Source: an optimization exercise on an open RTL-to-GDS flow (aim: a short achievable clock period and few clock cycles). Production flows keep margins and buffers that such runs may drop. In this exercise RTL edits were held to simulation tests only and were not proved equivalent to the original. Power figures rest on the tool's default switching activity, not on a simulated workload.

==> flow/design.v <==
`timescale 1ns/10ps
`default_nettype none
package cpu_pkg;
    typedef logic [31:0] word_t;
    typedef logic [15:0] imm16_t;
    typedef logic [7:0]  imm8_t;
    typedef enum logic [3:0] {
        R0, R1, R2, R3, R4, R5, R6, R7,
        R8, R9, R10, R11, SP, LR, STATUS, PC
    } reg_e;
    typedef enum logic [3:0] {
        NONE, EQ, NE, LTU, GTU, LEU, GEU, LTS, GTS, LES, GES
    } cond_e;
    typedef enum logic [7:0] {
        NOP  = 8'h00,
        LD   = 8'h01,
        LDR  = 8'h02,
        LDI  = 8'h03,
        ST   = 8'h04,
        STR  = 8'h05,
        PUSH = 8'h06,
        POP  = 8'h07,
        INT  = 8'h08
    } opcode_e;
    typedef enum logic [3:0] {
        ADD, SUB, AND, OR, XOR, SHL, SHR, PASS
    } alu_op_e;
    typedef enum logic {
        USER,
        SUPERVISOR
    } cpu_mode_e;
    typedef enum logic [1:0] {
        MASK_FULL,
        MASK_16,
        MASK_8
    } mask_e;
    typedef struct packed {
        logic negative;
        logic zero;
        logic carry;
        logic overflow;
    } alu_flags_t;
    typedef struct packed {
        cpu_mode_e  mode;
        logic       imask;
        alu_flags_t flags;
    } status_t;
    typedef struct packed {
        logic immediate;
        logic reverse;
        logic loadn;
        logic set_status;
    } alu_mode_t;
    typedef struct packed {
        reg_e   reg_a;
        imm16_t imm16;
    } imm_params_t;
    typedef struct packed {
        reg_e       reg_a;
        reg_e       reg_b;
        reg_e       reg_c;
        logic [3:0] rsvd;
        alu_mode_t  mode;
    } rr_params_t;
    typedef struct packed {
        reg_e      reg_a;
        reg_e      reg_b;
        imm8_t     imm8;
        alu_mode_t mode;
    } ri_params_t;
    typedef union packed {
        imm_params_t imm;
        rr_params_t  rr;
        ri_params_t  ri;
    } params_t;
    typedef struct packed {
        cond_e   cond;
        opcode_e opcode;
        params_t params;
    } ir_t;
    typedef struct packed {
        logic      oe_alu;
        alu_op_e   alu_op;
        reg_e      sel_a;
        reg_e      sel_b;
        reg_e      sel_in;
        logic      oe_a_reg;
        logic      oe_b_reg;
        logic      ld_reg;
        mask_e     a_mask_sel;
        mask_e     b_mask_sel;
        logic      ld_pc_lr;
        logic      post_inc_sp;
        logic      pre_dec_sp;
        logic      post_inc_pc;
        logic      oe_a_ir;
        logic      oe_b_ir;
        logic      oe_b_consts;
        logic      ld_ir;
        logic      ld_alu_status;
        logic      imask_in;
        logic      ld_imask;
        cpu_mode_e mode_in;
        logic      ld_mode;
    } ctrl_t;
    localparam word_t HWINT_VEC  = 32'd1;
    localparam word_t SWINT_VEC  = 32'd2;
    localparam word_t EXCEPT_VEC = 32'd3;
endpackage
`default_nettype wire
`timescale 1ns/10ps
`default_nettype none
module cpu_top #(
    parameter logic [31:0] STACK_TOP = 32'h100
) (
    input  logic        clk,
    input  logic        rst,
    input  logic        start,
    input  logic        hwint,
    input  logic [31:0] mem_rdata,
    output logic        mem_rd,
    output logic        mem_wr,
    output logic [31:0] mem_addr,
    output logic [31:0] mem_wdata
);
    localparam logic [3:0] RSP = 4'd12;
    localparam logic [3:0] RLR = 4'd13;
    localparam logic [3:0] RST = 4'd14;
    localparam logic [3:0] RPC = 4'd15;
    function automatic logic cond_ok_f(input logic [3:0] c, input logic [3:0] f);
        logic n, z, cy, v;
        {n, z, cy, v} = f;
        case (c)
            4'd1: cond_ok_f = z;
            4'd2: cond_ok_f = !z;
            4'd3: cond_ok_f = !cy;
            4'd4: cond_ok_f = cy && !z;
            4'd5: cond_ok_f = !cy || z;
            4'd6: cond_ok_f = cy;
            4'd7: cond_ok_f = n != v;
            4'd8: cond_ok_f = !z && (n == v);
            4'd9: cond_ok_f = z || (n != v);
            4'd10: cond_ok_f = n == v;
            default: cond_ok_f = 1'b1;
        endcase
    endfunction
    logic [31:0] rf [12];
    logic [31:0] sp;
    logic [31:0] lr;
    logic        st_mode;       
    logic        st_imask;
    logic [3:0]  st_flags;      
    logic [5:0]  status;
    assign status = {st_mode, st_imask, st_flags};
    logic        run;
    logic        hwint_q;
    logic [31:0] fpc;
    logic        d_valid;
    logic [31:0] d_ir;
    logic [27:0] d_dec;
    logic [31:0] d_pcn;
    logic        d_pred;
    logic        d_jv;
    logic [3:0]  d_jcond;
    logic [31:0] d_jpcn;
    logic        d_jpol;
    logic [31:0] d_jalt;
    logic        e_valid;
    logic        e_load;
    logic        e_store;
    logic        e_push;
    logic        e_pop;
    logic        e_trap;
    logic        e_hw;
    logic        e_wr;
    logic        e_setf;
    logic        e_port;
    logic        e_clrim;
    logic        e_pred;
    logic        e_arith;
    logic        e_cin;
    logic        e_pass;
    logic [1:0]  e_vec;
    logic [3:0]  e_cond;
    logic [3:0]  e_op;
    logic [3:0]  e_dest;
    logic [31:0] e_a;
    logic [31:0] e_b;
    logic [31:0] e_bx;
    logic [31:0] e_pcn;
    logic        e_jv;
    logic [3:0]  e_jcond;
    logic [31:0] e_jpcn;
    logic        e_jpol;
    logic [31:0] e_jalt;
    logic        slow_q;
    logic [31:0] wb_q;
    logic        mem_wr_q;
    logic [31:0] mem_addr_q;
    assign mem_wr    = mem_wr_q;
    assign mem_rd    = !mem_wr_q;
    assign mem_addr  = mem_addr_q;
    assign mem_wdata = e_a;
    function automatic logic [27:0] predecode(input logic [31:0] w);
        logic [3:0] c, a, b, cc;
        logic [7:0] o;
        logic mi, mr, mn;
        logic nop, ld, ldr, ldi, st, str, push, pop, int_, alu, und, flt, ar, br;
        logic [3:0] sa, sb;
        c = w[31:28];
        o = w[27:20];
        a = w[19:16];
        b = w[15:12];
        cc = w[11:8];
        {mi, mr, mn} = w[3:1];
        nop = o == 8'h00;
        ld = o == 8'h01;
        ldr = o == 8'h02;
        ldi = o == 8'h03;
        st = o == 8'h04;
        str = o == 8'h05;
        push = o == 8'h06;
        pop = o == 8'h07;
        int_ = o == 8'h08;
        alu = o[7:4] == 4'hf;
        und = !(nop || ld || ldr || ldi || st || str || push || pop || int_ || alu);
        flt = (ld || ldr || ldi || pop || alu) && (a == RST);
        sa = (alu && !mi) ? (mr ? cc : b) : (alu ? b : a);
        ar = (alu && !(mi && mr)) || st || str || push;
        sb = (alu && !mi && !mr) ? cc : (pop ? RSP : b);
        br = (alu && !(mi && !mr)) || ldr || str || pop;
        predecode = {nop, ld, ldr, ldi, st, str, push, pop, int_, alu, und,
                     (c != 4'd0) && (c <= 4'd10), flt, st || str || push || int_ || und,
                     sa, ar, sb, br,
                     (ar && sa == RST) || (br && sb == RST),
                     push || pop || int_ || und || flt,
                     (ldi || (alu && !mn && o[3:0] >= 4'd7)) && (a == RPC),
                     ld || ldr || pop || st || str || push || int_ || und || flt};
    endfunction
    logic        cond_ok;
    logic        commit;
    logic [32:0] sum;
    logic [32:0] shl;
    logic [32:0] shr;
    logic [31:0] oth_res;
    logic        oth_c;
    logic [31:0] alu_res;
    logic [3:0]  alu_flags;
    logic [31:0] wb;
    logic        wr_main;
    logic        pc_wr;
    logic        pc_slow;
    logic        wr_status;
    logic        trap;
    logic        redirect;
    logic [31:0] target;
    always_comb begin
        sum = {1'b0, e_a} + {1'b0, e_bx} + {32'd0, e_cin};
        shl = {1'b0, e_a} << e_b[4:0];
        shr = {e_a, 1'b0} >> e_b[4:0];
        oth_c = 1'b0;
        case (e_op)
            4'd2: oth_res = e_a & e_b;
            4'd3: oth_res = e_a | e_b;
            4'd4: oth_res = e_a ^ e_b;
            4'd5: begin
                oth_res = shl[31:0];
                oth_c = shl[32];
            end
            4'd6: begin
                oth_res = shr[32:1];
                oth_c = shr[0];
            end
            default: oth_res = e_b;
        endcase
        alu_res = e_arith ? sum[31:0] : oth_res;
        alu_flags = {alu_res[31], alu_res == 32'd0, e_arith ? sum[32] : oth_c,
                     e_arith && (e_a[31] == e_bx[31]) && (sum[31] != e_a[31])};
    end
    logic j_c, j_ok, j_fail, j_lr;
    assign j_c       = cond_ok_f(e_jcond, st_flags);
    assign j_ok      = !e_jv || (e_jpol ? j_c : !j_c);
    assign j_fail    = e_valid && !j_ok;
    assign j_lr      = e_valid && e_jv && j_c;
    assign cond_ok   = e_hw || (j_ok && cond_ok_f(e_cond, st_flags));
    assign commit    = e_valid && cond_ok;
    assign wb        = e_load ? mem_rdata : alu_res;
    assign wr_main   = commit && e_wr;
    assign pc_wr     = wr_main && (e_dest == RPC);
    assign pc_slow   = pc_wr && !e_load && !e_pass;
    assign wr_status = wr_main && (e_dest == RST);
    assign trap      = commit && e_trap;
    assign redirect  = e_valid && (j_fail || trap || (pc_wr != e_pred));
    always_comb begin
        if (j_fail) begin
            target = e_jalt;
        end else if (trap) begin
            target = {30'd0, e_vec};
        end else if (!pc_wr) begin
            target = e_pcn;
        end else if (e_load) begin
            target = mem_rdata;
        end else begin
            target = e_b;
        end
    end
    always_ff @(posedge clk) begin
        for (int i = 0; i < 12; i++) begin
            if (wr_main && e_dest == 4'(i)) begin
                rf[i] <= wb;
            end
        end
        if (pc_wr) begin
            lr <= e_pcn;
        end else if (wr_main && e_dest == RLR) begin
            lr <= wb;
        end else if (j_lr) begin
            lr <= e_jpcn;
        end
        wb_q <= wb;
    end
    logic [3:0] flags_n;
    always_comb begin
        if (wr_status) begin
            flags_n = wb[3:0];
        end else if (commit && e_setf) begin
            flags_n = alu_flags;
        end else begin
            flags_n = st_flags;
        end
    end
    always_ff @(posedge clk) begin
        if (rst) begin
            sp <= STACK_TOP;
            st_mode <= 1'b1;
            st_imask <= 1'b0;
            st_flags <= 4'd0;
            slow_q <= 1'b0;
        end else begin
            slow_q <= pc_slow;
            if (wr_main && e_dest == RSP) begin
                sp <= wb;
            end else if (commit && (e_push || e_trap)) begin
                sp <= e_b;
            end else if (commit && e_pop) begin
                sp <= sp + 32'd1;
            end
            st_flags <= flags_n;
            if (wr_status) begin
                {st_mode, st_imask} <= wb[5:4];
            end else if (trap) begin
                st_mode <= 1'b1;
                if (e_clrim) begin
                    st_imask <= 1'b0;
                end
            end
        end
    end
    logic [3:0]  d_cond, ra, rb, rc;
    logic [7:0]  opc;
    logic [15:0] imm16;
    logic [7:0]  imm8;
    logic        m_imm, m_rev, m_nld, m_set;
    logic        is_nop, is_ld, is_ldr, is_ldi, is_st, is_str, is_push, is_pop, is_int, is_alu, is_undef;
    logic        d_jtype, d_pport;
    logic        faultable, fault, hw_take, d_trap, d_condx, mw_type;
    logic [3:0]  sel_a, sel_b;
    logic        a_reg, b_reg, a_src, b_src;
    logic        reads_status, uses_sp_upd, e_wsp, e_flagw, hw_pend;
    logic        stall, d_adv;
    logic [31:0] sp_view, sp_view_m1, lr_view;
    logic [31:0] na_early, nb_early;
    logic        byp_a, byp_b;
    logic [31:0] e_a_n, e_b_n;
    assign {d_cond, opc, ra, rb, rc} = d_ir[31:8];
    assign imm16 = d_ir[15:0];
    assign imm8  = d_ir[11:4];
    assign {m_imm, m_rev, m_nld, m_set} = d_ir[3:0];
    assign {is_nop, is_ld, is_ldr, is_ldi, is_st, is_str, is_push, is_pop, is_int, is_alu,
            is_undef, d_condx, faultable, mw_type, sel_a, a_reg, sel_b, b_reg, reads_status,
            uses_sp_upd, d_jtype, d_pport} = d_dec;
    logic d_jcondx;
    assign d_jcondx  = (d_jcond != 4'd0) && (d_jcond <= 4'd10);
    assign hw_pend   = hwint_q && st_imask;
    assign hw_take   = d_valid && hw_pend && !e_valid;
    assign fault     = faultable && !st_mode;
    assign d_trap    = hw_take || is_int || is_undef || fault;
    assign a_src = !d_trap && a_reg && !(is_push && ra == RSP);
    assign b_src = !d_trap && b_reg && !is_push;
    assign e_wsp        = e_valid && e_wr && (e_dest == RSP);
    assign e_flagw      = e_valid && (e_setf || (e_wr && e_dest == RST));
    always_comb begin
        if (commit && (e_push || e_trap)) begin
            sp_view = e_b;
            sp_view_m1 = e_b - 32'd1;
        end else if (commit && e_pop) begin
            sp_view = sp + 32'd1;
            sp_view_m1 = sp;
        end else begin
            sp_view = sp;
            sp_view_m1 = sp - 32'd1;
        end
        lr_view = pc_wr ? e_pcn : (j_lr ? e_jpcn : lr);
    end
    function automatic logic [31:0] regv(input logic [3:0] r);
        case (r)
            RSP: regv = sp_view;
            RLR: regv = (d_jv && d_jpol) ? d_jpcn : lr_view;
            RST: regv = {26'd0, status};
            RPC: regv = d_pcn;
            default: regv = rf[r];
        endcase
    endfunction
    assign byp_a = a_src && wr_main && (e_dest == sel_a) && (sel_a != RPC) && !(d_jv && d_jpol && sel_a == RLR);
    assign byp_b = b_src && wr_main && (e_dest == sel_b) && (sel_b != RPC) && !(d_jv && d_jpol && sel_b == RLR);
    always_comb begin
        if (d_trap) begin
            na_early = (hw_take && d_jv) ? d_jpcn : d_pcn;
        end else if (is_alu && m_imm && m_rev) begin
            na_early = {24'd0, imm8};
        end else if (is_push && ra == RSP) begin
            na_early = sp_view_m1;
        end else begin
            na_early = regv(sel_a);
        end
        if (d_trap || is_push) begin
            nb_early = sp_view_m1;
        end else if (is_alu && m_imm && !m_rev) begin
            nb_early = {24'd0, imm8};
        end else if (is_ldi || is_ld || is_st) begin
            nb_early = {16'd0, imm16};
        end else begin
            nb_early = regv(sel_b);
        end
        if (byp_a && !e_load) begin
            e_a_n = alu_res;
        end else if (byp_a) begin
            e_a_n = mem_rdata;
        end else begin
            e_a_n = na_early;
        end
        if (byp_b && !e_load) begin
            e_b_n = alu_res;
        end else if (byp_b) begin
            e_b_n = mem_rdata;
        end else begin
            e_b_n = nb_early;
        end
    end
    logic        d_cond_ok, d_resolve, d_taken, d_redirect;
    logic [31:0] d_target;
    assign d_cond_ok  = cond_ok_f(d_cond, st_flags);
    assign d_resolve  = d_jtype && !d_trap && (!e_flagw || !d_condx) && !(byp_b && !e_load);
    assign d_taken    = d_resolve ? d_cond_ok : d_pred;
    assign d_redirect = d_adv && d_resolve && (d_taken != d_pred) && !redirect && !slow_q;
    always_comb begin
        if (!d_taken) begin
            d_target = d_pcn;
        end else if (byp_b) begin
            d_target = mem_rdata;
        end else begin
            d_target = nb_early;
        end
    end
    logic e_valid_n, d_port, d_mwr, sub_n;
    assign e_valid_n = !rst && d_adv && !redirect;
    assign d_port    = d_trap || is_ld || is_ldr || is_pop || is_st || is_str || is_push;
    assign d_mwr     = e_valid_n && (d_trap || is_st || is_str || is_push)
                       && (hw_take || (cond_ok_f(d_cond, st_flags)
                                       && (!d_jv || (d_jpol == cond_ok_f(d_jcond, st_flags)))));
    assign sub_n     = is_alu && opc[3:0] == 4'd1;
    assign stall = d_valid && ((e_valid && (hw_pend || faultable || reads_status))
                               || (uses_sp_upd && e_wsp)
                               || (mw_type && (d_condx || (d_jv && d_jcondx)) && e_flagw));
    assign d_adv = d_valid && !stall;
    always_ff @(posedge clk) begin
        e_valid <= e_valid_n;
        e_load  <= !d_trap && (is_ld || is_ldr || is_pop);
        e_store <= !d_trap && (is_st || is_str || is_push);
        e_push  <= !d_trap && is_push;
        e_pop   <= !d_trap && is_pop;
        e_trap  <= d_trap;
        e_hw    <= hw_take;
        e_wr    <= !d_trap && ((is_alu && !m_nld) || is_ldi || is_ld || is_ldr || is_pop);
        e_setf  <= !d_trap && is_alu && m_set;
        e_port  <= d_port;
        e_clrim <= hw_take || is_int;
        e_vec   <= hw_take ? 2'd1 : (is_int ? 2'd2 : 2'd3);
        e_pred  <= !d_trap && d_taken;
        e_arith <= is_alu && opc[3:1] == 3'd0;
        e_cin   <= sub_n;
        e_pass  <= is_ldi || (is_alu && opc[3:0] >= 4'd7);
        e_cond  <= d_cond;
        e_op    <= is_ldi ? 4'd7 : opc[3:0];
        e_dest  <= ra;
        e_a     <= e_a_n;
        e_b     <= e_b_n;
        e_bx    <= sub_n ? ~e_b_n : e_b_n;
        e_pcn   <= d_pcn;
        e_jv    <= d_jv && !hw_take;
        e_jcond <= d_jcond;
        e_jpcn  <= d_jpcn;
        e_jpol  <= d_jpol;
        e_jalt  <= d_jalt;
    end
    localparam int IC_BITS = 5;
    localparam int IC_N = 1 << IC_BITS;
    logic [IC_N-1:0]       ic_valid;
    logic [9-IC_BITS:0]    ic_tag [IC_N];
    logic [31:0]           ic_data [IC_N];
    logic [IC_N-1:0]       ic_pred;
    logic                  fl_valid;
    logic [9:0]            fl_addr;
    logic [31:0]           fl_data;
    logic                  fl_pred;
    logic                  f_hit;
    logic                  port_free;
    logic                  fetch;
    logic [31:0]           f_word;
    logic                  f_jmp, f_uncond, f_back, m_pred, f_pred;
    logic [31:0]           fpc_n;
    logic                  c_hit_q;
    logic [31:0]           c_word_q;
    logic                  c_pred_q;
    logic [9:0]            pl_addr;
    logic                  pl_ok;
    assign f_hit     = c_hit_q;
    logic                  d_psel, psel_q;
    assign d_psel    = d_valid && (d_pport || hw_pend);
    assign port_free = !psel_q;
    localparam int NF = 4;
    logic [NF-1:0]  ft_valid;
    logic [9:0]     ft_jaddr [NF];
    logic [31:0]    ft_word [NF];
    logic [16:0]    ft_tpcn [NF];
    logic [3:0]     ft_jcond [NF];
    logic [NF-1:0]  ft_pol;
    logic [15:0]    ft_alt [NF];
    logic           fo_pol;
    logic [15:0]    fo_alt;
    logic [NF-1:0]  ft_hit;
    logic           f_fold;
    logic [31:0]    fo_word;
    logic [16:0]    fo_tpcn;
    logic [3:0]     fo_jcond;
    always_comb begin
        fo_word = '0;
        fo_tpcn = '0;
        fo_jcond = '0;
        fo_pol = 1'b0;
        fo_alt = '0;
        for (int i = 0; i < NF; i++) begin
            ft_hit[i] = ft_valid[i] && (ft_jaddr[i] == fpc[9:0]);
            fo_word = fo_word | ({32{ft_hit[i]}} & ft_word[i]);
            fo_tpcn = fo_tpcn | ({17{ft_hit[i]}} & ft_tpcn[i]);
            fo_jcond = fo_jcond | ({4{ft_hit[i]}} & ft_jcond[i]);
            fo_pol = fo_pol | (ft_hit[i] & ft_pol[i]);
            fo_alt = fo_alt | ({16{ft_hit[i]}} & ft_alt[i]);
        end
    end
    assign f_fold = |ft_hit;
    assign fetch     = run && !slow_q && (f_fold || port_free || f_hit) && (!d_valid || d_adv);
    assign f_jmp    = (mem_rdata[27:20] == 8'h03) && (mem_rdata[19:16] == RPC);
    assign f_uncond = (mem_rdata[31:28] == 4'd0) || (mem_rdata[31:28] > 4'd10);
    assign f_back   = (fpc[31:16] != 16'd0) || (mem_rdata[15:0] <= fpc[15:0]);
    assign m_pred   = f_jmp && (f_uncond || f_back);
    assign f_word = port_free ? mem_rdata : c_word_q;
    assign f_pred = port_free ? m_pred : c_pred_q;
    assign pl_addr = !fetch ? fpc[9:0] : (f_fold ? fo_tpcn[9:0] : fpc[9:0] + 10'd1);
    assign pl_ok   = !rst && !redirect && !d_redirect && !slow_q && !(fetch && !f_fold && f_pred);
    always_ff @(posedge clk) begin
        c_hit_q <= pl_ok && ic_valid[pl_addr[IC_BITS-1:0]]
                   && (ic_tag[pl_addr[IC_BITS-1:0]] == pl_addr[9:IC_BITS]);
        c_word_q <= ic_data[pl_addr[IC_BITS-1:0]];
        c_pred_q <= ic_pred[pl_addr[IC_BITS-1:0]];
    end
    always_comb begin
        if (rst) begin
            fpc_n = 32'd0;
        end else if (redirect) begin
            fpc_n = target;
        end else if (slow_q) begin
            fpc_n = wb_q;
        end else if (d_redirect) begin
            fpc_n = d_target;
        end else if (fetch && f_fold) begin
            fpc_n = {15'd0, fo_tpcn};
        end else if (fetch) begin
            fpc_n = f_pred ? {16'd0, f_word[15:0]} : fpc + 32'd1;
        end else begin
            fpc_n = fpc;
        end
    end
    always_ff @(posedge clk) begin
        fl_valid <= !rst && port_free;
        fl_addr <= fpc[9:0];
        fl_data <= mem_rdata;
        fl_pred <= m_pred;
        if (rst) begin
            ic_valid <= '0;
        end else if (fl_valid) begin
            ic_valid[fl_addr[IC_BITS-1:0]] <= 1'b1;
        end
        if (fl_valid) begin
            ic_tag[fl_addr[IC_BITS-1:0]] <= fl_addr[9:IC_BITS];
            ic_data[fl_addr[IC_BITS-1:0]] <= fl_data;
            ic_pred[fl_addr[IC_BITS-1:0]] <= fl_pred;
        end
    end
    always_ff @(posedge clk) begin
        fpc <= fpc_n;
        mem_addr_q <= d_psel ? e_b_n : fpc_n;
        psel_q <= !rst && d_psel;
        mem_wr_q <= d_mwr;
        if (rst) begin
            run <= 1'b0;
            hwint_q <= 1'b0;
            d_valid <= 1'b0;
        end else begin
            hwint_q <= hwint;
            if (start) begin
                run <= 1'b1;
            end
            if (redirect || d_redirect) begin
                d_valid <= 1'b0;
            end else if (fetch) begin
                d_valid <= 1'b1;
            end else if (d_adv) begin
                d_valid <= 1'b0;
            end
        end
        if (fetch) begin
            d_ir <= f_fold ? fo_word : f_word;
            d_dec <= predecode(f_fold ? fo_word : f_word);
            d_pcn <= f_fold ? {15'd0, fo_tpcn} : fpc + 32'd1;
            d_pred <= !f_fold && f_pred;
            d_jv <= f_fold;
            d_jcond <= fo_jcond;
            d_jpcn <= fpc + 32'd1;
            d_jpol <= fo_pol;
            d_jalt <= fo_pol ? fpc + 32'd1 : {16'd0, fo_alt};
        end
    end
    logic           pj_valid;
    logic [9:0]     pj_addr;
    logic [3:0]     pj_cond;
    logic           pj_pol;
    logic [15:0]    pj_alt;
    logic           fi_pol;
    logic [15:0]    fi_alt;
    logic           f_ldipc;
    assign f_ldipc = (f_word[27:20] == 8'h03) && (f_word[19:16] == RPC);
    logic           fi_valid;
    logic [9:0]     fi_jaddr;
    logic [31:0]    fi_word;
    logic [16:0]    fi_tpcn;
    logic [3:0]     fi_jcond;
    logic [1:0]     ft_ptr;
    logic           fi_dup;
    always_comb begin
        fi_dup = 1'b0;
        for (int i = 0; i < NF; i++) begin
            fi_dup = fi_dup || (ft_valid[i] && ft_jaddr[i] == fi_jaddr);
        end
    end
    always_ff @(posedge clk) begin
        fi_valid <= !rst && fetch && !f_fold && pj_valid && !f_pred && !redirect && !d_redirect
                    && fpc[31:17] == 15'd0;
        fi_jaddr <= pj_addr;
        fi_word <= f_word;
        fi_tpcn <= fpc[16:0] + 17'd1;
        fi_jcond <= pj_cond;
        fi_pol <= pj_pol;
        fi_alt <= pj_alt;
        if (rst || redirect || d_redirect) begin
            pj_valid <= 1'b0;
        end else if (fetch) begin
            pj_valid <= !f_fold && (f_pred || f_ldipc);
        end
        if (fetch) begin
            pj_addr <= fpc[9:0];
            pj_cond <= f_word[31:28];
            pj_pol <= f_pred;
            pj_alt <= f_word[15:0];
        end
        if (rst) begin
            ft_valid <= '0;
            ft_ptr <= '0;
        end else if (fi_valid && !fi_dup) begin
            ft_valid[ft_ptr] <= 1'b1;
            ft_ptr <= ft_ptr + 2'd1;
        end
        if (fi_valid && !fi_dup) begin
            ft_jaddr[ft_ptr] <= fi_jaddr;
            ft_word[ft_ptr] <= fi_word;
            ft_tpcn[ft_ptr] <= fi_tpcn;
            ft_jcond[ft_ptr] <= fi_jcond;
            ft_pol[ft_ptr] <= fi_pol;
            ft_alt[ft_ptr] <= fi_alt;
        end
    end
endmodule
`default_nettype wire
==> flow/flow/run.sh <==
#!/bin/bash
set -euo pipefail
bash standard.sh finish SETUP_SLACK_MARGIN=7 > standard.log 2>&1
==> flow/standard.sh <==
#!/bin/bash
# synth_recipe.tcl (not shown) runs the flow's synth.tcl, then flattens the netlist and writes it again
# the make line also repeats each setting of config.mk as NAME=value (left out here)
make -C /OpenROAD-flow-scripts/flow DESIGN_CONFIG=/design/flow/config.mk WORK_HOME=/design/flow/orfs CLKGATE_MAP_FILE= SYNTH_SCRIPT=/design/flow/synth_recipe.tcl "${@:-finish}"
==> flow/config.mk <==
export PLATFORM = sky130hd
export DESIGN_NAME = cpu_top
export DESIGN_NICKNAME = cpu_top
export VERILOG_FILES = /design/flow/design.v
export SDC_FILE = /design/flow/constraint.sdc
export NUM_CORES = 4
export LEC_CHECK = 0
export ABC_CLOCK_PERIOD_IN_PS = 2500
export CAP_MARGIN = 20
export CORE_MARGIN = 2
export CORE_UTILIZATION = 40
export SLEW_MARGIN = 20
==> flow/constraint.sdc <==
create_clock -name core_clock -period 10.0 [get_ports {clk}]
set_input_delay 2.0000 -clock core_clock [delete_from_list [all_inputs] [get_ports {clk}]]
set_output_delay 2.0000 -clock core_clock [all_outputs]
set_load 0.01 [all_outputs]
==> results of run 1 <==
## worst max-delay path by stage
stage / from / endpoint
after global placement: mem_rdata[31] / mem_addr_q[28]
after detailed placement: e_dest[2] / c_hit_q
after CTS: fpc[2] / c_hit_q
after global routing: d_jcond[3] / c_hit_q
final: d_dec[24] / mem_addr_q[15]
after floorplan: mem_rdata[1] / mem_addr_q[1]
## cell type report
| cell class | instances | area, sq um | share of cell area (%) |
|---|---|---|---|
| sequential | 2704 | 75500 | 45.2 |
| tap | 3978 | 4980 | 2.98 |
| multi-input combinational | 6829 | 52800 | 31.6 |
| timing repair buffer | 1738 | 22700 | 13.6 |
| clock buffer | 417 | 8380 | 5.02 |
| antenna | 42 | 105 | 0.0629 |
| inverter | 227 | 1050 | 0.627 |
| clock inverter | 128 | 1370 | 0.818 |
| timing repair inverter | 5 | 68.8 | 0.0412 |
## sequential cells by signal (all words and copies together), names as in the netlist, 40 cells and up
name and flops:
ft_tpcn 68, ic_data 1024, ft_jaddr 40, rf 384, ic_tag 160, ft_alt 64
ft_word 128
## worst max-delay path, delay by kind of cell (launching register included)
family | cells | cell delay (ns)
buffers and inverters | 3 | 0.76
multiplexers | 1 | 0.27
AND/OR/NAND/NOR | 3 | 0.94
flip-flops | 1 | 0.80
AO/OA/AOI/OAI | 5 | 1.54
## synthesized netlist by cell type (all sizes together), types with 102 or more instances
| master | count | share of area (%) |
|---|---|---|
| a21oi | 448 | 1.9 |
| a22oi | 340 | 2.1 |
| a311oi | 262 | 1.9 |
| a31oi | 148 | 0.76 |
| and3 | 285 | 1.5 |
| buf | 226 | 0.87 |
| clkbuf | 552 | 1.7 |
| dfxtp | 595 | 9.8 |
| edfxtp | 2109 | 52 |
| ha | 125 | 1.3 |
| inv | 223 | 0.69 |
| mux2i | 158 | 1.3 |
| nand2 | 1727 | 5.3 |
| nand3 | 263 | 1.1 |
| nand4 | 118 | 0.62 |
| nor2 | 563 | 1.7 |
| nor3 | 205 | 0.86 |
| nor4 | 102 | 0.60 |
| o21ai | 410 | 1.7 |
| xnor2 | 208 | 1.5 |
## routing by layer
metal | share of wire [%] | wire length [microns] | global-route usage, %
met5 | 0.068 | 422 | 0.0156
met4 | 11 | 68100 | 30.9
met3 | 13 | 80600 | 11.4
met2 | 43 | 263000 | 55.9
met1 | 33 | 206000 | 44.7
## where the power goes
| part | switching [mW] | internal [mW] |
|---|---|---|
| clock network | 4.73 | 6.46 |
| logic | 4.12 | 2.72 |
| registers | 0.489 | 12.6 |
## stage by stage
step,worst slack (ns),cell area (sq um),std cells,power (mW)
final,5.52,167000,16100,31.1
after global routing,5.49,167000,16000,31.6
after CTS,5.61,159000,15700,29.9
after detailed placement,3.14,129000,14200,17.4
after global placement,3.25,129000,14200,17.3
after floorplan,5.56,124000,10500,15.5
## timing repair
item	CTS	global route
cloned	158	61
resized for setup	2339	919
setup buffers	787	311
pin swaps	432	468
endpoints found under the hold margin	0	0
endpoints found under the setup margin	2235	1857
## cells by family after synthesis
logic type / after synthesis / synth area share (%)
flops: 2704 / 61.9
buf+inv: 1005 / 3.27
xor+xnor: 261 / 1.89
compound gates: 2532 / 14.6
simple gates: 3554 / 13.4
mux: 325 / 3.58
fa+ha+maj: 127 / 1.32
==> key figures, run 1 <==
Status
  • Result of the run: finished clean

Floorplan
  • Die ar.: 308000 sq um
  • Num rows: 202
  • Y dimension of the die: 555 microns
  • Die Wd: 555 microns
  • Ports placed on the boundary: 102
  • Placeable core region: 303000 sq um
  • Initial cell density of the core: 40.2%

Logic synthesis
  • Number of cells produced by synthesis: 10500
  • Number of register bits inferred by synthesis: 2704
  • Cell area after synthesis: 122000 sq um
  • Syn_area_per_cell: 11.6 sq um
  • Number of warnings reported in the yosys synthesis log: 2
  • Synth unique cells: 116
  • Primary flip-flop cell chosen by synthesis mapping: sky130_fd_sc_hd__edfxtp_1
  • Async SR Flop Fraction: 0%
  • Number of synthesized flops with an enable pin: 2109
  • Net count of the mapped netlist: 10700
  • Portion of the post-synthesis area used by sequential elements: 61.9%

Global route
  • Residual overflow from global routing: 0
  • First-pass GRT wire length: 811000 microns
  • Total Routing Usage GR: 37.5%
  • Number of antenna violations at the first check in global routing: 44
  • Via count of the first global-routing pass: 98800
  • Pin count of the biggest net entering global routing: 95

STA
  • Setup repair after global routing missed its margin: true
  • Final hold vios: 0
  • Worst clock skew: 0.0735 ns
  • Final Slew Violations: 0
  • Worst-case headroom to the max-slew limit: 20.9%
  • Actual slew at the worst max-slew pin: 1.19 ns
  • Setup violators final: 0
  • Post-route setup TNS: 0 ns
  • Tightest hold margin: 0.337 ns
  • Shortest clock period the worst path allows after layout: 4.48 ns
  • Crit share post-route: 44.8%
  • Max Freq: 0.223 GHz

Setup path
  • Worst reg2reg path depth: 12
  • WP data required: 10.72 ns
  • Top fanout value on the critical path: 14
  • Reg-to-reg slack, setup: 5.52 ns
  • Library cell contributing the largest single delay on the critical path: sky130_fd_sc_hd__edfxtp_1
  • Cells traversed along the worst timing path: or3_1 -> buf_4 -> nor2_1 -> buf_4 -> nand4_1 -> o22ai_1 -> a211o_1 -> o21ai_4 -> o211ai_1 -> a221oi_2 -> buf_4 -> mux2_2
  • Kind of critical path: reg2reg
  • Most common cell type on the critical path: sky130_fd_sc_hd__buf_4
  • Startpoint of the most critical register-to-register path: d_dec[24]
  • Critical Path Max Stage Delay: 0.80 ns
  • Data arrival, critical path: 5.20 ns
  • Reg-to-Reg End: mem_addr_q[15]
  • Endpoint type of the worst setup path: flip-flop
  • Sort of element at the start of the critical path: flip-flop

Clocking
  • Clock-pin slew on the worst setup and hold paths: 0.06 ns
  • CTS tree: yes
  • Buffers from clock root to sink, at most: 4
  • CTS root buf: sky130_fd_sc_hd__clkbuf_16
  • H-tree depth: 5
  • Cts hold-fix bufs: 0
  • Clock latency reported for the late side of the worst-skew pair: 0.90 ns
  • CTS sink cnt: 2704
  • Number of buffers inserted during clock tree synthesis: 299

Route
  • Number of DRC violations after detailed-routing iteration 0: 17400
  • Routed wire length: 618000 microns
  • Remaining antenna violation count: 0
  • Detailed-router iteration count before antenna repair: 14
  • Drc violations: 0
  • Mean routed wirelength per cell: 38.5 microns
  • Overall via count from detail_route: 108000
  • Routed via count divided by cell count: 6.75

Power and ir drop
  • Static Leak: 59.4 nW
  • Peak ir drop on the vdd network: 0.161 mV
  • Ratio of total power to cell area: 186 nW/um^2

Final layout
  • Area added between synthesis and finish: 37.4%
  • Final nets: 12000
  • Filler cell count in the final layout: 24200
  • Share of the core filled with cells in the final layout: 55.2%
  • Most common cell after layout, fill and taps aside: sky130_fd_sc_hd__edfxtp_1
  • Highest-count cells in the layout ignoring fill and taps: 2109 x sky130_fd_sc_hd__edfxtp_1, 1639 x sky130_fd_sc_hd__nand2_1, 789 x sky130_fd_sc_hd__buf_4, 483 x sky130_fd_sc_hd__dfxtp_1, 432 x sky130_fd_sc_hd__nor2_1
  • Fraction of layout instances using a drive strength above 1: 32.2%

Worst hold path
  • Worst hold path endpoint: fi_alt[14]
  • Count of cells along the worst hold path: 0
  • Class of the worst hold path: reg2reg
  • Worst Hold Launch: pj_alt[14]

Placement
  • RePlAce Congestion: 1.03
  • Detailed placer's ending HPWL: 331000 microns
  • Number of input and output port buffers inserted: 101

Job
  • Max-cap violation count: 0
Testbench counts, summed over its fixed seeds: cycles 24,004.
==> inputs of run 2 (changes only) <==
--- a/flow/design.v
+++ b/flow/design.v
@@ -129,7 +129,10 @@
     localparam logic [3:0] RPC = 4'd15;
     function automatic logic cond_ok_f(input logic [3:0] c, input logic [3:0] f);
         logic n, z, cy, v;
-        {n, z, cy, v} = f;
+        n = f[3];
+        z = f[2];
+        cy = f[1];
+        v = f[0];
         case (c)
             4'd1: cond_ok_f = z;
             4'd2: cond_ok_f = !z;
@@ -144,12 +147,26 @@
             default: cond_ok_f = 1'b1;
         endcase
     endfunction
+    function automatic logic [10:0] cvec(input logic [3:0] f);
+        for (int c = 0; c < 11; c++) begin
+            cvec[c] = cond_ok_f(4'(c), f);
+        end
+    endfunction
+    function automatic logic [10:0] coh(input logic [3:0] c);
+        coh = '0;
+        if (c == 4'd0 || c > 4'd10) begin
+            coh[0] = 1'b1;
+        end else begin
+            coh[c] = 1'b1;
+        end
+    endfunction
     logic [31:0] rf [12];
     logic [31:0] sp;
     logic [31:0] lr;
     logic        st_mode;       
     logic        st_imask;
     logic [3:0]  st_flags;      
+    logic [10:0] st_cv;         
     logic [5:0]  status;
     assign status = {st_mode, st_imask, st_flags};
     logic        run;
@@ -159,9 +176,12 @@
     logic [31:0] d_ir;
     logic [27:0] d_dec;
     logic [31:0] d_pcn;
-    logic        d_pred;
+    logic        d_pred;      
+    logic        d_mpred;     
     logic        d_jv;
     logic [3:0]  d_jcond;
+    logic [10:0] d_coh;
+    logic [10:0] d_jcoh;
     logic [31:0] d_jpcn;
     logic        d_jpol;
     logic [31:0] d_jalt;
@@ -190,9 +210,13 @@
     logic [31:0] e_pcn;
     logic        e_jv;
     logic [3:0]  e_jcond;
+    logic [10:0] e_coh;
+    logic [10:0] e_jcoh;
     logic [31:0] e_jpcn;
     logic        e_jpol;
     logic [31:0] e_jalt;
+    logic        e_cok;
+    logic        e_cokv;
     logic        slow_q;
     logic [31:0] wb_q;
     logic        mem_wr_q;
@@ -243,6 +267,7 @@
     logic [32:0] shl;
     logic [32:0] shr;
     logic [31:0] oth_res;
+    logic        sum_zero;
     logic        oth_c;
     logic [31:0] alu_res;
     logic [3:0]  alu_flags;
@@ -274,20 +299,23 @@
             default: oth_res = e_b;
         endcase
         alu_res = e_arith ? sum[31:0] : oth_res;
-        alu_flags = {alu_res[31], alu_res == 32'd0, e_arith ? sum[32] : oth_c,
+        sum_zero = ((e_a[0] ^ e_bx[0]) == e_cin)
+                   && (((e_a[31:1] ^ e_bx[31:1]) ^ (e_a[30:0] | e_bx[30:0])) == 31'd0);
+        alu_flags = {alu_res[31], e_arith ? sum_zero : oth_res == 32'd0,
+                     e_arith ? sum[32] : oth_c,
                      e_arith && (e_a[31] == e_bx[31]) && (sum[31] != e_a[31])};
     end
     logic j_c, j_ok, j_fail, j_lr;
-    assign j_c       = cond_ok_f(e_jcond, st_flags);
+    assign j_c       = |(e_jcoh & st_cv);
     assign j_ok      = !e_jv || (e_jpol ? j_c : !j_c);
     assign j_fail    = e_valid && !j_ok;
     assign j_lr      = e_valid && e_jv && j_c;
-    assign cond_ok   = e_hw || (j_ok && cond_ok_f(e_cond, st_flags));
+    assign cond_ok   = e_hw || (j_ok && |(e_coh & st_cv));
     assign commit    = e_valid && cond_ok;
     assign wb        = e_load ? mem_rdata : alu_res;
     assign wr_main   = commit && e_wr;
     assign pc_wr     = wr_main && (e_dest == RPC);
-    assign pc_slow   = pc_wr && !e_load && !e_pass;
+    assign pc_slow   = pc_wr && !e_pass;
     assign wr_status = wr_main && (e_dest == RST);
     assign trap      = commit && e_trap;
     assign redirect  = e_valid && (j_fail || trap || (pc_wr != e_pred));
@@ -298,8 +326,6 @@
             target = {30'd0, e_vec};
         end else if (!pc_wr) begin
             target = e_pcn;
-        end else if (e_load) begin
-            target = mem_rdata;
         end else begin
             target = e_b;
         end
@@ -335,6 +361,7 @@
             st_mode <= 1'b1;
             st_imask <= 1'b0;
             st_flags <= 4'd0;
+            st_cv <= cvec(4'd0);
             slow_q <= 1'b0;
         end else begin
             slow_q <= pc_slow;
@@ -346,6 +373,7 @@
                 sp <= sp + 32'd1;
             end
             st_flags <= flags_n;
+            st_cv <= cvec(flags_n);
             if (wr_status) begin
                 {st_mode, st_imask} <= wb[5:4];
             end else if (trap) begin
@@ -389,18 +417,23 @@
     assign b_src = !d_trap && b_reg && !is_push;
     assign e_wsp        = e_valid && e_wr && (e_dest == RSP);
     assign e_flagw      = e_valid && (e_setf || (e_wr && e_dest == RST));
+    logic e_sure, e_do, e_unsure, e_jmp_d;
+    assign e_sure   = e_valid && e_cokv;
+    assign e_do     = e_valid && e_cok;
+    assign e_unsure = e_valid && !e_cokv;
+    assign e_jmp_d  = e_wr && (e_dest == RPC);
     always_comb begin
-        if (commit && (e_push || e_trap)) begin
+        if (e_do && (e_push || e_trap)) begin
             sp_view = e_b;
             sp_view_m1 = e_b - 32'd1;
-        end else if (commit && e_pop) begin
+        end else if (e_do && e_pop) begin
             sp_view = sp + 32'd1;
             sp_view_m1 = sp;
         end else begin
             sp_view = sp;
             sp_view_m1 = sp - 32'd1;
         end
-        lr_view = pc_wr ? e_pcn : (j_lr ? e_jpcn : lr);
+        lr_view = (e_do && e_jmp_d) ? e_pcn : ((e_valid && e_jv && e_jpol) ? e_jpcn : lr);
     end
     function automatic logic [31:0] regv(input logic [3:0] r);
         case (r)
@@ -411,8 +444,8 @@
             default: regv = rf[r];
         endcase
     endfunction
-    assign byp_a = a_src && wr_main && (e_dest == sel_a) && (sel_a != RPC) && !(d_jv && d_jpol && sel_a == RLR);
-    assign byp_b = b_src && wr_main && (e_dest == sel_b) && (sel_b != RPC) && !(d_jv && d_jpol && sel_b == RLR);
+    assign byp_a = a_src && e_do && e_wr && (e_dest == sel_a) && (sel_a != RPC) && !(d_jv && d_jpol && sel_a == RLR);
+    assign byp_b = b_src && e_do && e_wr && (e_dest == sel_b) && (sel_b != RPC) && !(d_jv && d_jpol && sel_b == RLR);
     always_comb begin
         if (d_trap) begin
             na_early = (hw_take && d_jv) ? d_jpcn : d_pcn;
@@ -449,10 +482,10 @@
     end
     logic        d_cond_ok, d_resolve, d_taken, d_redirect;
     logic [31:0] d_target;
-    assign d_cond_ok  = cond_ok_f(d_cond, st_flags);
+    assign d_cond_ok  = |(d_coh & st_cv);
     assign d_resolve  = d_jtype && !d_trap && (!e_flagw || !d_condx) && !(byp_b && !e_load);
-    assign d_taken    = d_resolve ? d_cond_ok : d_pred;
-    assign d_redirect = d_adv && d_resolve && (d_taken != d_pred) && !redirect && !slow_q;
+    assign d_taken    = !d_trap && (d_resolve ? d_cond_ok : (d_pred || d_mpred));
+    assign d_redirect = d_adv && !d_trap && (d_taken != d_pred) && !redirect && !slow_q;
     always_comb begin
         if (!d_taken) begin
             d_target = d_pcn;
@@ -466,12 +499,18 @@
     assign e_valid_n = !rst && d_adv && !redirect;
     assign d_port    = d_trap || is_ld || is_ldr || is_pop || is_st || is_str || is_push;
     assign d_mwr     = e_valid_n && (d_trap || is_st || is_str || is_push)
-                       && (hw_take || (cond_ok_f(d_cond, st_flags)
-                                       && (!d_jv || (d_jpol == cond_ok_f(d_jcond, st_flags)))));
+                       && (hw_take || (d_cond_ok && (!d_jv || (d_jpol == |(d_jcoh & st_cv)))));
     assign sub_n     = is_alu && opc[3:0] == 4'd1;
+    logic stall_c, rd_sp, rd_lr;
+    assign rd_sp   = (a_src && sel_a == RSP) || (b_src && sel_b == RSP) || uses_sp_upd;
+    assign rd_lr   = (a_src && sel_a == RLR) || (b_src && sel_b == RLR);
+    assign stall_c = e_unsure && ((e_wr && ((a_src && e_dest == sel_a) || (b_src && e_dest == sel_b)))
+                                  || ((e_push || e_pop || e_trap) && rd_sp)
+                                  || (e_jmp_d && rd_lr));
     assign stall = d_valid && ((e_valid && (hw_pend || faultable || reads_status))
                                || (uses_sp_upd && e_wsp)
-                               || (mw_type && (d_condx || (d_jv && d_jcondx)) && e_flagw));
+                               || (mw_type && (d_condx || (d_jv && d_jcondx)) && e_flagw)
+                               || stall_c);
     assign d_adv = d_valid && !stall;
     always_ff @(posedge clk) begin
         e_valid <= e_valid_n;
@@ -499,8 +538,12 @@
         e_pcn   <= d_pcn;
         e_jv    <= d_jv && !hw_take;
         e_jcond <= d_jcond;
+        e_coh   <= d_coh;
+        e_jcoh  <= d_jcoh;
         e_jpcn  <= d_jpcn;
         e_jpol  <= d_jpol;
+        e_cok   <= hw_take || d_cond_ok;
+        e_cokv  <= hw_take || !e_flagw || !d_condx;
         e_jalt  <= d_jalt;
     end
     localparam int IC_BITS = 5;
@@ -519,12 +562,13 @@
     logic [31:0]           f_word;
     logic                  f_jmp, f_uncond, f_back, m_pred, f_pred;
     logic [31:0]           fpc_n;
-    logic                  c_hit_q;
-    logic [31:0]           c_word_q;
-    logic                  c_pred_q;
-    logic [9:0]            pl_addr;
-    logic                  pl_ok;
-    assign f_hit     = c_hit_q;
+    logic                  c_hit0_q, c_hit1_q, c_sel1_q, c_ok_q;
+    logic [31:0]           c_word0_q, c_word1_q, c_word;
+    logic                  c_pred0_q, c_pred1_q, c_pred;
+    logic [9:0]            pl_a1;
+    assign f_hit     = c_ok_q && (c_sel1_q ? c_hit1_q : c_hit0_q);
+    assign c_word    = c_sel1_q ? c_word1_q : c_word0_q;
+    assign c_pred    = c_sel1_q ? c_pred1_q : c_pred0_q;
     logic                  d_psel, psel_q;
     assign d_psel    = d_valid && (d_pport || hw_pend);
     assign port_free = !psel_q;
@@ -564,15 +608,18 @@
     assign f_uncond = (mem_rdata[31:28] == 4'd0) || (mem_rdata[31:28] > 4'd10);
     assign f_back   = (fpc[31:16] != 16'd0) || (mem_rdata[15:0] <= fpc[15:0]);
     assign m_pred   = f_jmp && (f_uncond || f_back);
-    assign f_word = port_free ? mem_rdata : c_word_q;
-    assign f_pred = port_free ? m_pred : c_pred_q;
-    assign pl_addr = !fetch ? fpc[9:0] : (f_fold ? fo_tpcn[9:0] : fpc[9:0] + 10'd1);
-    assign pl_ok   = !rst && !redirect && !d_redirect && !slow_q && !(fetch && !f_fold && f_pred);
+    assign f_word = port_free ? mem_rdata : c_word;
+    assign f_pred = f_hit && c_pred;
+    assign pl_a1  = fpc[9:0] + 10'd1;
     always_ff @(posedge clk) begin
-        c_hit_q <= pl_ok && ic_valid[pl_addr[IC_BITS-1:0]]
-                   && (ic_tag[pl_addr[IC_BITS-1:0]] == pl_addr[9:IC_BITS]);
-        c_word_q <= ic_data[pl_addr[IC_BITS-1:0]];
-        c_pred_q <= ic_pred[pl_addr[IC_BITS-1:0]];
+        c_ok_q <= !rst && !redirect && !d_redirect && !slow_q && !(fetch && (f_fold || f_pred));
+        c_sel1_q <= fetch;
+        c_hit0_q <= ic_valid[fpc[IC_BITS-1:0]] && (ic_tag[fpc[IC_BITS-1:0]] == fpc[9:IC_BITS]);
+        c_word0_q <= ic_data[fpc[IC_BITS-1:0]];
+        c_pred0_q <= ic_pred[fpc[IC_BITS-1:0]];
+        c_hit1_q <= ic_valid[pl_a1[IC_BITS-1:0]] && (ic_tag[pl_a1[IC_BITS-1:0]] == pl_a1[9:IC_BITS]);
+        c_word1_q <= ic_data[pl_a1[IC_BITS-1:0]];
+        c_pred1_q <= ic_pred[pl_a1[IC_BITS-1:0]];
     end
     always_comb begin
         if (rst) begin
@@ -634,8 +681,11 @@
             d_dec <= predecode(f_fold ? fo_word : f_word);
             d_pcn <= f_fold ? {15'd0, fo_tpcn} : fpc + 32'd1;
             d_pred <= !f_fold && f_pred;
+            d_mpred <= !f_fold && !f_hit && m_pred;
             d_jv <= f_fold;
             d_jcond <= fo_jcond;
+            d_coh <= coh(f_fold ? fo_word[31:28] : f_word[31:28]);
+            d_jcoh <= coh(fo_jcond);
             d_jpcn <= fpc + 32'd1;
             d_jpol <= fo_pol;
             d_jalt <= fo_pol ? fpc + 32'd1 : {16'd0, fo_alt};
@@ -672,12 +722,17 @@
         fi_jcond <= pj_cond;
         fi_pol <= pj_pol;
         fi_alt <= pj_alt;
-        if (rst || redirect || d_redirect) begin
+        if (rst || redirect) begin
             pj_valid <= 1'b0;
+        end else if (d_redirect) begin
+            pj_valid <= d_taken && is_ldi;
+            pj_pol <= 1'b1;
+            pj_addr <= d_pcn[9:0] - 10'd1;
+            pj_cond <= d_cond;
         end else if (fetch) begin
-            pj_valid <= !f_fold && (f_pred || f_ldipc);
+            pj_valid <= !f_fold && (f_pred || (f_ldipc && !(!f_hit && m_pred)));
         end
-        if (fetch) begin
+        if (fetch && !redirect && !d_redirect) begin
             pj_addr <= fpc[9:0];
             pj_cond <= f_word[31:28];
             pj_pol <= f_pred;
==> run 2 against run 1 <==
  * Still clean
  * Via count is 6.9% higher
  * First-iteration DRC count is 15% higher
  * Synthesized cell count is 1.6% lower
  * Maximum frequency is 16% higher
  * Count of clock-buffer cells in the layout is 21 lower
  * Clock power is 5% higher
  * Total power is 2.2% higher
  * Non-clock buffer count is 90 higher
  * Die area is 11% higher
  * Setup slack better by 0.62 ns
  * Clock skew is 0.0073 ns lower
  * Register-to-register slack better by 0.62 ns
==> key figures, run 2 <==
Global route
  • First-pass GRT wire length: 925000 microns
  • Grt met3 use: 12.9%
  • Gr busiest metal: met2
  • Met2 global-route usage: 57.3%
  • Pin count of the biggest net entering global routing: 78
  • Number of antenna violations at the first check in global routing: 63
  • GR Layer Usage met1: 48.5%
  • Residual overflow from global routing: 0
  • Total Routing Usage GR: 39.4%
  • Via count of the first global-routing pass: 107000

STA
  • Shortest clock period the worst path allows after layout: 3.86 ns
  • Final hold vios: 0
  • Final Slew Violations: 0
  • Worst-case headroom to the max-slew limit: 14.4%
  • Worst clock skew: 0.0662 ns
  • Crit share post-route: 38.6%
  • Max Freq: 0.259 GHz
  • Setup repair after global routing missed its margin: true
  • Actual slew at the worst max-slew pin: 1.28 ns
  • Setup violators final: 0
  • Post-route setup TNS: 0 ns

Setup path
  • Gate family responsible for the most delay along the worst path: compound AO/OA/AOI/OAI gates
  • Startpoint of the most critical register-to-register path: d_dec[7]
  • Worst path depth: 16
  • Endpoint type of the worst setup path: flip-flop
  • Kind of critical path: reg2reg
  • Library cell contributing the largest single delay on the critical path: sky130_fd_sc_hd__a21oi_2
  • Most common cell type on the critical path: sky130_fd_sc_hd__buf_12
  • Sort of element at the start of the critical path: flip-flop
  • Cells traversed along the worst timing path: buf_12 -> buf_12 -> buf_16 -> buf_12 -> nor2b_4 -> buf_6 -> buf_4 -> a221oi_1 -> o21ai_0 -> o41ai_2 -> a21oi_2 -> a211oi_2 -> o221ai_4 -> a22o_1 -> a211oi_2 -> o2bb2ai_1
  • Crit path buffers/inverters: 6
  • Worst setup path start: d_dec[7]
  • Worst reg2reg path depth: 16
  • Top fanout value on the critical path: 14
  • Data arrival, critical path: 4.70 ns
  • Critical Path Sink: mem_addr_q[10]
  • Reg-to-reg slack, setup: 6.14 ns
  • WP data required: 10.84 ns
  • Reg-to-Reg End: mem_addr_q[10]
  • Critical Path Max Stage Delay: 0.67 ns

Logic synthesis
  • Async SR Flop Fraction: 0%
  • Yosys top cell by area: sky130_fd_sc_hd__edfxtp_1
  • Top cell type's share of synthesized area: 48.1%
  • Cell types with the highest counts after synthesis: 2164 x sky130_fd_sc_hd__edfxtp_1, 679 x sky130_fd_sc_hd__nand2_1, 653 x sky130_fd_sc_hd__nor2_1
  • Primary flip-flop cell chosen by synthesis mapping: sky130_fd_sc_hd__edfxtp_1
  • Cell with the most instances after synthesis: sky130_fd_sc_hd__edfxtp_1
  • Main area contributors after synthesis: sky130_fd_sc_hd__edfxtp_1 48%, sky130_fd_sc_hd__mux4_2 11%, sky130_fd_sc_hd__dfxtp_1 9.2%, sky130_fd_sc_hd__mux2i_1 3.9%, sky130_fd_sc_hd__a21oi_1 1.9%
  • Net count of the mapped netlist: 10500
  • Cell area after synthesis: 135000 sq um
  • Number of register bits inferred by synthesis: 2787
  • Number of cells produced by synthesis: 10300
  • Number of synthesized flops with an enable pin: 2164
  • Syn_area_per_cell: 13.1 sq um
  • Number of warnings reported in the yosys synthesis log: 2
  • Portion of the post-synthesis area used by sequential elements: 57.3%
  • Synth unique cells: 109

Route
  • Remaining antenna violation count: 0
  • Detailed-router iteration count before antenna repair: 9
  • Overall via count from detail_route: 116000
  • Number of DRC violations after detailed-routing iteration 0: 19900
  • Drc violations: 0
  • Routed wire length: 713000 microns
  • Routed via count divided by cell count: 7.02
  • Mean routed wirelength per cell: 43.1 microns

Placement
  • Detailed placer's ending HPWL: 407000 microns
  • Inst Count DP: 14600
  • Number of input and output port buffers inserted: 101
  • RePlAce Congestion: 1.04

Job
  • Max-cap violation count: 0

Floorplan
  • Initial cell density of the core: 40.2%
  • Ports placed on the boundary: 102
  • Die Wd: 585 microns
  • Y dimension of the die: 585 microns
  • Die ar.: 342000 sq um
  • Placeable core region: 336000 sq um
  • Num rows: 213

Clocking
  • Clock-pin slew on the worst setup and hold paths: 0.06 ns
  • H-tree depth: 5
  • Number of buffers inserted during clock tree synthesis: 305
  • Clock latency reported for the late side of the worst-skew pair: 0.97 ns
  • CTS tree: yes
  • Buffers from clock root to sink, at most: 4
  • Cts hold-fix bufs: 0
  • CTS root buf: sky130_fd_sc_hd__clkbuf_16
  • CTS sink cnt: 2787

Final layout
  • Share of the core filled with cells in the final layout: 54.1%
  • Highest-count cells in the layout ignoring fill and taps: 2164 x sky130_fd_sc_hd__edfxtp_1, 918 x sky130_fd_sc_hd__buf_4, 632 x sky130_fd_sc_hd__mux4_2, 586 x sky130_fd_sc_hd__nand2_1, 492 x sky130_fd_sc_hd__nor2_1
  • Final nets: 11900
  • Area added between synthesis and finish: 34.6%
  • Most common cell after layout, fill and taps aside: sky130_fd_sc_hd__edfxtp_1
  • Max FFs per register: 1024
  • Cell Count, Final, Fillers Out: 16500
  • Fraction of layout instances using a drive strength above 1: 38.3%

Worst hold path
  • Class of the worst hold path: reg2reg

Power and ir drop
  • Ratio of total power to cell area: 175 nW/um^2
  • Relative contribution of sequential cells to total power: 41.9%
  • Switching power total: 9.32 mW
  • Clock network fraction of total power: 37.1%
  • Design internal power: 22.4 mW
  • Switching part of the total power: 29.4%
  • Peak ir drop on the vdd network: 0.173 mV
  • Comb power frac: 21.1%
  • Static Leak: 62.9 nW

Status
  • Result of the run: finished clean
run 2: per-layer routing:
layer  wire length [microns]  up-vias
met2                  299000    10500
li1                        -    43900
met4                   73100       38
met3                   98400     3104
met5                     363        -
met1                  242000    58400
run 2: worst min-delay path by stage:
stage	depth (start not counted)	from	to
6_report	0	d_jalt[28]	e_jalt[28]
3_3_place_gp	0	pj_alt[11]	fi_alt[11]
3_5_place_dp	0	pj_alt[3]	fi_alt[3]
4_1_cts	0	d_jalt[28]	e_jalt[28]
5_1_grt	0	d_jalt[28]	e_jalt[28]
2_1_floorplan	0	d_jalt[0]	e_jalt[0]
run 2: what timing repair did:
| action | CTS | global route |
|---|---|---|
| cloned | 115 | 48 |
| resized for setup | 2562 | 813 |
| setup endpoints to repair | 2743 | 1506 |
| pin swaps | 349 | 376 |
| buffers inserted | 843 | 352 |
| endpoints found under the hold margin | 0 | 0 |
run 2: worst register-to-register path, stage by stage (launching register included):
cell and delay (ns):
sky130_fd_sc_hd__edfxtp_1 0.41, sky130_fd_sc_hd__buf_12 0.17, sky130_fd_sc_hd__buf_12 0.14, sky130_fd_sc_hd__buf_16 0.15
sky130_fd_sc_hd__buf_12 0.18, sky130_fd_sc_hd__nor2b_4 0.14, sky130_fd_sc_hd__buf_6 0.18, sky130_fd_sc_hd__buf_4 0.16
sky130_fd_sc_hd__a221oi_1 0.08, sky130_fd_sc_hd__o21ai_0 0.36, sky130_fd_sc_hd__o41ai_2 0.16, sky130_fd_sc_hd__a21oi_2 0.67
sky130_fd_sc_hd__a211oi_2 0.11, sky130_fd_sc_hd__o221ai_4 0.36, sky130_fd_sc_hd__a22o_1 0.26, sky130_fd_sc_hd__a211oi_2 0.10
sky130_fd_sc_hd__o2bb2ai_1 0.13
run 2: metrics by stage:
stage          power [mW]  setup WS, ns  hold slack, ns  cell area (sq um)
2_1_floorplan        16.0          6.33           0.323             137000
3_3_place_gp         17.9          3.93           0.324             143000
3_5_place_dp         17.9          3.90           0.327             144000
4_1_cts              30.9          6.29           0.307             174000
6_report             31.8          6.14           0.300             182000
5_1_grt              32.3          6.03           0.321             182000
run 2: cell families (layout without fill, tap and decap cells):
logic type      after synthesis  count (layout)  share of synthesized area [%]
xor+xnor                    292             292                           1.89
other cells                   0              41                              0
fa+ha+maj                   165             165                           1.54
simple gates               2281            2291                           8.09
flops                      2787            2787                           57.3
mux                        1250            1250                           15.2
compound gates             2490            2490                           12.8
buf+inv                    1072            2686                           3.11
run 2: area by class of cell:
class,count,area [sq um]
fillers,27200,154000
flip-flops and latches,2787,77800
multi-input cells,6488,63600
repair buffers,1828,22800
clock buffers,396,8310
well taps,4515,5650
clock inverters,166,1910
inverters,275,1340
repair inverters,21,302
diodes,41,103
run 2: power groups by stage:
stage / Combinational [mW] / Sequential (mW) / Clock [mW]
after global placement: 4.34 / 13.6 / 0
after CTS: 5.88 / 13.3 / 11.8
after global routing: 6.72 / 13.3 / 12.2
after detailed placement: 4.35 / 13.6 / 0
final: 6.69 / 13.3 / 11.8
after floorplan: 2.68 / 13.3 / 0
Testbench counts of run 2, summed over its fixed seeds: cycles 24,128.
==> inputs of run 3 (changes only) <==
--- a/flow/design.v
+++ b/flow/design.v
@@ -202,7 +202,7 @@
     logic        e_pass;
     logic [1:0]  e_vec;
     logic [3:0]  e_cond;
-    logic [3:0]  e_op;
+    logic [5:0]  e_osel;
     logic [3:0]  e_dest;
     logic [31:0] e_a;
     logic [31:0] e_b;
@@ -224,7 +224,8 @@
     assign mem_wr    = mem_wr_q;
     assign mem_rd    = !mem_wr_q;
     assign mem_addr  = mem_addr_q;
-    assign mem_wdata = e_a;
+    logic [31:0] mem_wdata_q;
+    assign mem_wdata = mem_wdata_q;
     function automatic logic [27:0] predecode(input logic [31:0] w);
         logic [3:0] c, a, b, cc;
         logic [7:0] o;
@@ -283,21 +284,13 @@
         sum = {1'b0, e_a} + {1'b0, e_bx} + {32'd0, e_cin};
         shl = {1'b0, e_a} << e_b[4:0];
         shr = {e_a, 1'b0} >> e_b[4:0];
-        oth_c = 1'b0;
-        case (e_op)
-            4'd2: oth_res = e_a & e_b;
-            4'd3: oth_res = e_a | e_b;
-            4'd4: oth_res = e_a ^ e_b;
-            4'd5: begin
-                oth_res = shl[31:0];
-                oth_c = shl[32];
-            end
-            4'd6: begin
-                oth_res = shr[32:1];
-                oth_c = shr[0];
-            end
-            default: oth_res = e_b;
-        endcase
+        oth_res = ({32{e_osel[0]}} & (e_a & e_b))
+                | ({32{e_osel[1]}} & (e_a | e_b))
+                | ({32{e_osel[2]}} & (e_a ^ e_b))
+                | ({32{e_osel[3]}} & shl[31:0])
+                | ({32{e_osel[4]}} & shr[32:1])
+                | ({32{e_osel[5]}} & e_b);
+        oth_c = (e_osel[3] && shl[32]) || (e_osel[4] && shr[0]);
         alu_res = e_arith ? sum[31:0] : oth_res;
         sum_zero = ((e_a[0] ^ e_bx[0]) == e_cin)
                    && (((e_a[31:1] ^ e_bx[31:1]) ^ (e_a[30:0] | e_bx[30:0])) == 31'd0);
@@ -346,6 +339,22 @@
         wb_q <= wb;
     end
     logic [3:0] flags_n;
+    logic [10:0] cv_n, cv_alu;
+    logic        a_z, a_c, a_lt;
+    always_comb begin
+        a_z = alu_flags[2];
+        a_c = alu_flags[1];
+        a_lt = e_arith ? ((e_a[31] == e_bx[31]) ? e_a[31] : sum[31]) : oth_res[31];
+        cv_alu = {!a_lt, a_z || a_lt, !a_z && !a_lt, a_lt, a_c, !a_c || a_z, a_c && !a_z, !a_c,
+                  !a_z, a_z, 1'b1};
+        if (wr_status) begin
+            cv_n = cvec(wb[3:0]);
+        end else if (commit && e_setf) begin
+            cv_n = cv_alu;
+        end else begin
+            cv_n = st_cv;
+        end
+    end
     always_comb begin
         if (wr_status) begin
             flags_n = wb[3:0];
@@ -373,7 +382,7 @@
                 sp <= sp + 32'd1;
             end
             st_flags <= flags_n;
-            st_cv <= cvec(flags_n);
+            st_cv <= cv_n;
             if (wr_status) begin
                 {st_mode, st_imask} <= wb[5:4];
             end else if (trap) begin
@@ -530,7 +539,9 @@
         e_cin   <= sub_n;
         e_pass  <= is_ldi || (is_alu && opc[3:0] >= 4'd7);
         e_cond  <= d_cond;
-        e_op    <= is_ldi ? 4'd7 : opc[3:0];
+        e_osel  <= is_ldi ? 6'b100000
+                 : {opc[3:0] >= 4'd7, opc[3:0] == 4'd6, opc[3:0] == 4'd5,
+                    opc[3:0] == 4'd4, opc[3:0] == 4'd3, opc[3:0] == 4'd2};
         e_dest  <= ra;
         e_a     <= e_a_n;
         e_b     <= e_b_n;
@@ -659,6 +670,9 @@
         mem_addr_q <= d_psel ? e_b_n : fpc_n;
         psel_q <= !rst && d_psel;
         mem_wr_q <= d_mwr;
+        if (d_psel) begin
+            mem_wdata_q <= e_a_n;
+        end
         if (rst) begin
             run <= 1'b0;
             hwint_q <= 1'b0;
==> flow/flow/run.sh (replaced) <==
#!/bin/bash
set -euo pipefail
bash standard.sh finish SETUP_SLACK_MARGIN=8 > standard.log 2>&1
--- a/flow/config.mk
+++ b/flow/config.mk
@@ -5,7 +5,7 @@
 export SDC_FILE = /design/flow/constraint.sdc
 export NUM_CORES = 4
 export LEC_CHECK = 0
-export ABC_CLOCK_PERIOD_IN_PS = 2500
+export ABC_CLOCK_PERIOD_IN_PS = 2000
 export CAP_MARGIN = 20
 export CORE_MARGIN = 2
 export CORE_UTILIZATION = 40
==> run 3 against run 2 <==
  * Clock skew is 0.0025 ns lower
  * Utilization is 4.9 points higher
  * Via count is 5.8% higher
  * Hold slack better by 0.036 ns
  * Register-to-register slack worse by 0.11 ns
  * Combinational power is 11% higher
  * Area after synthesis is 0.28% lower
  * Wire length is 7.3% higher
  * Non-clock buffer count is 632 higher
  * Count of clock-buffer cells in the layout is 5 higher
  * Maximum frequency is 2.8% lower
  * Critical path type unchanged
==> key figures, run 3 <==
Status
  • Result of the run: finished clean

Setup path
  • Endpoint type of the worst setup path: flip-flop
  • Kind of critical path: reg2reg
  • Sort of element at the start of the critical path: flip-flop
  • Critical Path Max Stage Delay: 0.94 ns
  • Crit path buffers/inverters: 4
  • Top fanout value on the critical path: 8
  • Cells traversed along the worst timing path: buf_12 -> buf_16 -> nor2b_4 -> buf_6 -> buf_6 -> a32oi_1 -> o211ai_1 -> o311a_4 -> nor4b_4 -> o31ai_2 -> o221ai_2 -> a21oi_2 -> mux2_4
  • Library cell contributing the largest single delay on the critical path: sky130_fd_sc_hd__o211ai_1
  • WP data required: 10.89 ns

Logic synthesis
  • Number of register bits inferred by synthesis: 2821
  • Number of warnings reported in the yosys synthesis log: 2
  • Cell types with the highest counts after synthesis: 2196 x sky130_fd_sc_hd__edfxtp_1, 852 x sky130_fd_sc_hd__nand2_1, 645 x sky130_fd_sc_hd__mux4_2
  • Main area contributors after synthesis: sky130_fd_sc_hd__edfxtp_1 49%, sky130_fd_sc_hd__mux4_2 11%, sky130_fd_sc_hd__dfxtp_1 9.3%, sky130_fd_sc_hd__mux2i_1 3.5%, sky130_fd_sc_hd__nand2_1 2.4%
  • Syn_area_per_cell: 13.1 sq um
  • Portion of the post-synthesis area used by sequential elements: 58.2%

Final layout
  • Cell Count, Final, Fillers Out: 17200
  • Filler cell count in the final layout: 24600
  • Register cell area after layout: 78900 sq um
  • Final std cell area, no fill: 198000 sq um
  • Combined area of the multi-input logic cells: 66600 sq um
  • Fraction of layout instances using a drive strength above 1: 46.1%
  • Highest-count cells in the layout ignoring fill and taps: 2196 x sky130_fd_sc_hd__edfxtp_1, 937 x sky130_fd_sc_hd__buf_4, 701 x sky130_fd_sc_hd__nand2_1, 645 x sky130_fd_sc_hd__mux4_2, 550 x sky130_fd_sc_hd__buf_6
  • Most common cell after layout, fill and taps aside: sky130_fd_sc_hd__edfxtp_1
  • Final nets: 12500

Global route
  • Pin count of the biggest net entering global routing: 80
  • Total Routing Usage GR: 42.1%
  • Via count of the first global-routing pass: 113000

STA
  • Shortest clock period the worst path allows after layout: 3.97 ns
  • Max Freq: 0.252 GHz
  • PnR worst setup slack: 6.03 ns
  • Actual slew at the worst max-slew pin: 1.19 ns
  • Setup repair after global routing missed its margin: true
  • Worst clock skew: 0.0637 ns
  • Crit share post-route: 39.7%
  • Final Slew Violations: 0

Floorplan
  • Num rows: 213
  • Die ar.: 341000 sq um

Placement
  • Inst Count DP: 14400
  • Number of input and output port buffers inserted: 101
  • RePlAce Congestion: 1.05

Clocking
  • H-tree depth: 5
  • Cts hold-fix bufs: 0
  • Buffers from clock root to sink, at most: 4

Job
  • Max-cap violation count: 0

Worst hold path
  • Class of the worst hold path: reg2reg

Route
  • Remaining antenna violation count: 0
  • Routed wire length: 765000 microns
  • Drc violations: 0
## run 3: cell families after synthesis
kind of cell    synth area share (%)
mux                             15.1
xor+xnor                        1.94
simple gates                    7.80
flops                           58.2
fa+ha+maj                       1.57
buf+inv                         2.96
compound gates                  12.4
## run 3: where the power goes
| group | switching (mW) | internal, mW | total [mW] |
|---|---|---|---|
| clock | 5.20 | 6.82 | 12.0 |
| sequential | 0.459 | 13.0 | 13.5 |
| combinational | 4.18 | 3.25 | 7.43 |
| total | 9.84 | 23.1 | 32.9 |
## run 3: final cells by class
class | instances | area share (%)
multi-input combinational | 6457 | 33.6
timing repair buffer | 2460 | 17.5
clock inverter | 173 | 0.942
sequential | 2821 | 39.9
timing repair inverter | 14 | 0.120
clock buffer | 401 | 4.28
tap | 4515 | 2.85
inverter | 259 | 0.776
antenna | 52 | 0.0657
## run 3: path summary, 6_finish.rpt
check	from	to	slack [ns]	cells past startpoint
setup / recovery	d_dec[8]	mem_addr_q[19]	6.03	13
hold / removal	d_jalt[18]	e_jalt[18]	0.34	0
setup reg to reg	d_dec[8]	mem_addr_q[19]	6.03	13
hold reg to reg	d_jalt[18]	e_jalt[18]	0.34	0
## run 3: routing by layer
| metal | track usage, % | share of wire, % | vias to the layer above |
|---|---|---|---|
| met5 | 0.350 | 0.13 | - |
| met1 | 48.4 | 31 | 60600 |
| li1 | - | - | 44900 |
| met4 | 38.1 | 12 | 29 |
| met2 | 60.3 | 41 | 12800 |
| met3 | 16.6 | 15 | 4359 |
## run 3: stage by stage
stage,hold WS [ns],util [%],power [mW]
floorplan,0.323,-,16.2
global placement,0.325,42.9,17.8
detailed placement,0.327,42.9,17.9
CTS,0.310,56.0,31.7
global route,0.345,58.9,33.3
finish,0.336,58.9,32.9
## run 3: what timing repair did
| item | 4_1_cts | 5_1_grt |
|---|---|---|
| setup buffers | 1252 | 461 |
| endpoints found under the setup margin | 3315 | 2958 |
| gates resized for setup | 3617 | 1043 |
| gates cloned | 313 | 55 |
| pin swaps | 536 | 526 |
Testbench counts of run 3, summed over its fixed seeds: cycles 24,128.

## what the ideal ports hide
No port has a modelled driver above. Below, the same layouts with a new extraction and two added sets of constraints.
Step 1 assumes that a clkbuf_16 drives the clock port and a buf_2 every other input.
Step 2, shift: input delay + t, output delay - t, t = (earliest + latest rising clock arrival at the registers) / 2. This alone moves slack from input paths to output paths.
Slacks: no drivers / after step 1 / after step 2; pairs: no drivers / after step 1.
run	shift t [ns]	setup WS [ns]	hold WS [ns]	worst setup path at the end	pins driven straight from the clock port
run 1	0.975	5.517 / 5.492 / 4.516	0.337 / 0.337 / 0.337	input to register	1
run 2	1.042	6.139 / 6.139 / 5.470	0.300 / 0.300 / 0.300	input to register	1
run 3	1.077	6.028 / 6.028 / 5.558	0.336 / 0.336 / 0.336	input to register	1
After both steps every run listed still meets setup and hold. For run 1, which loses most, drivers alone change the setup slack by -0.025 ns; drivers and shift together by -1.001 ns.
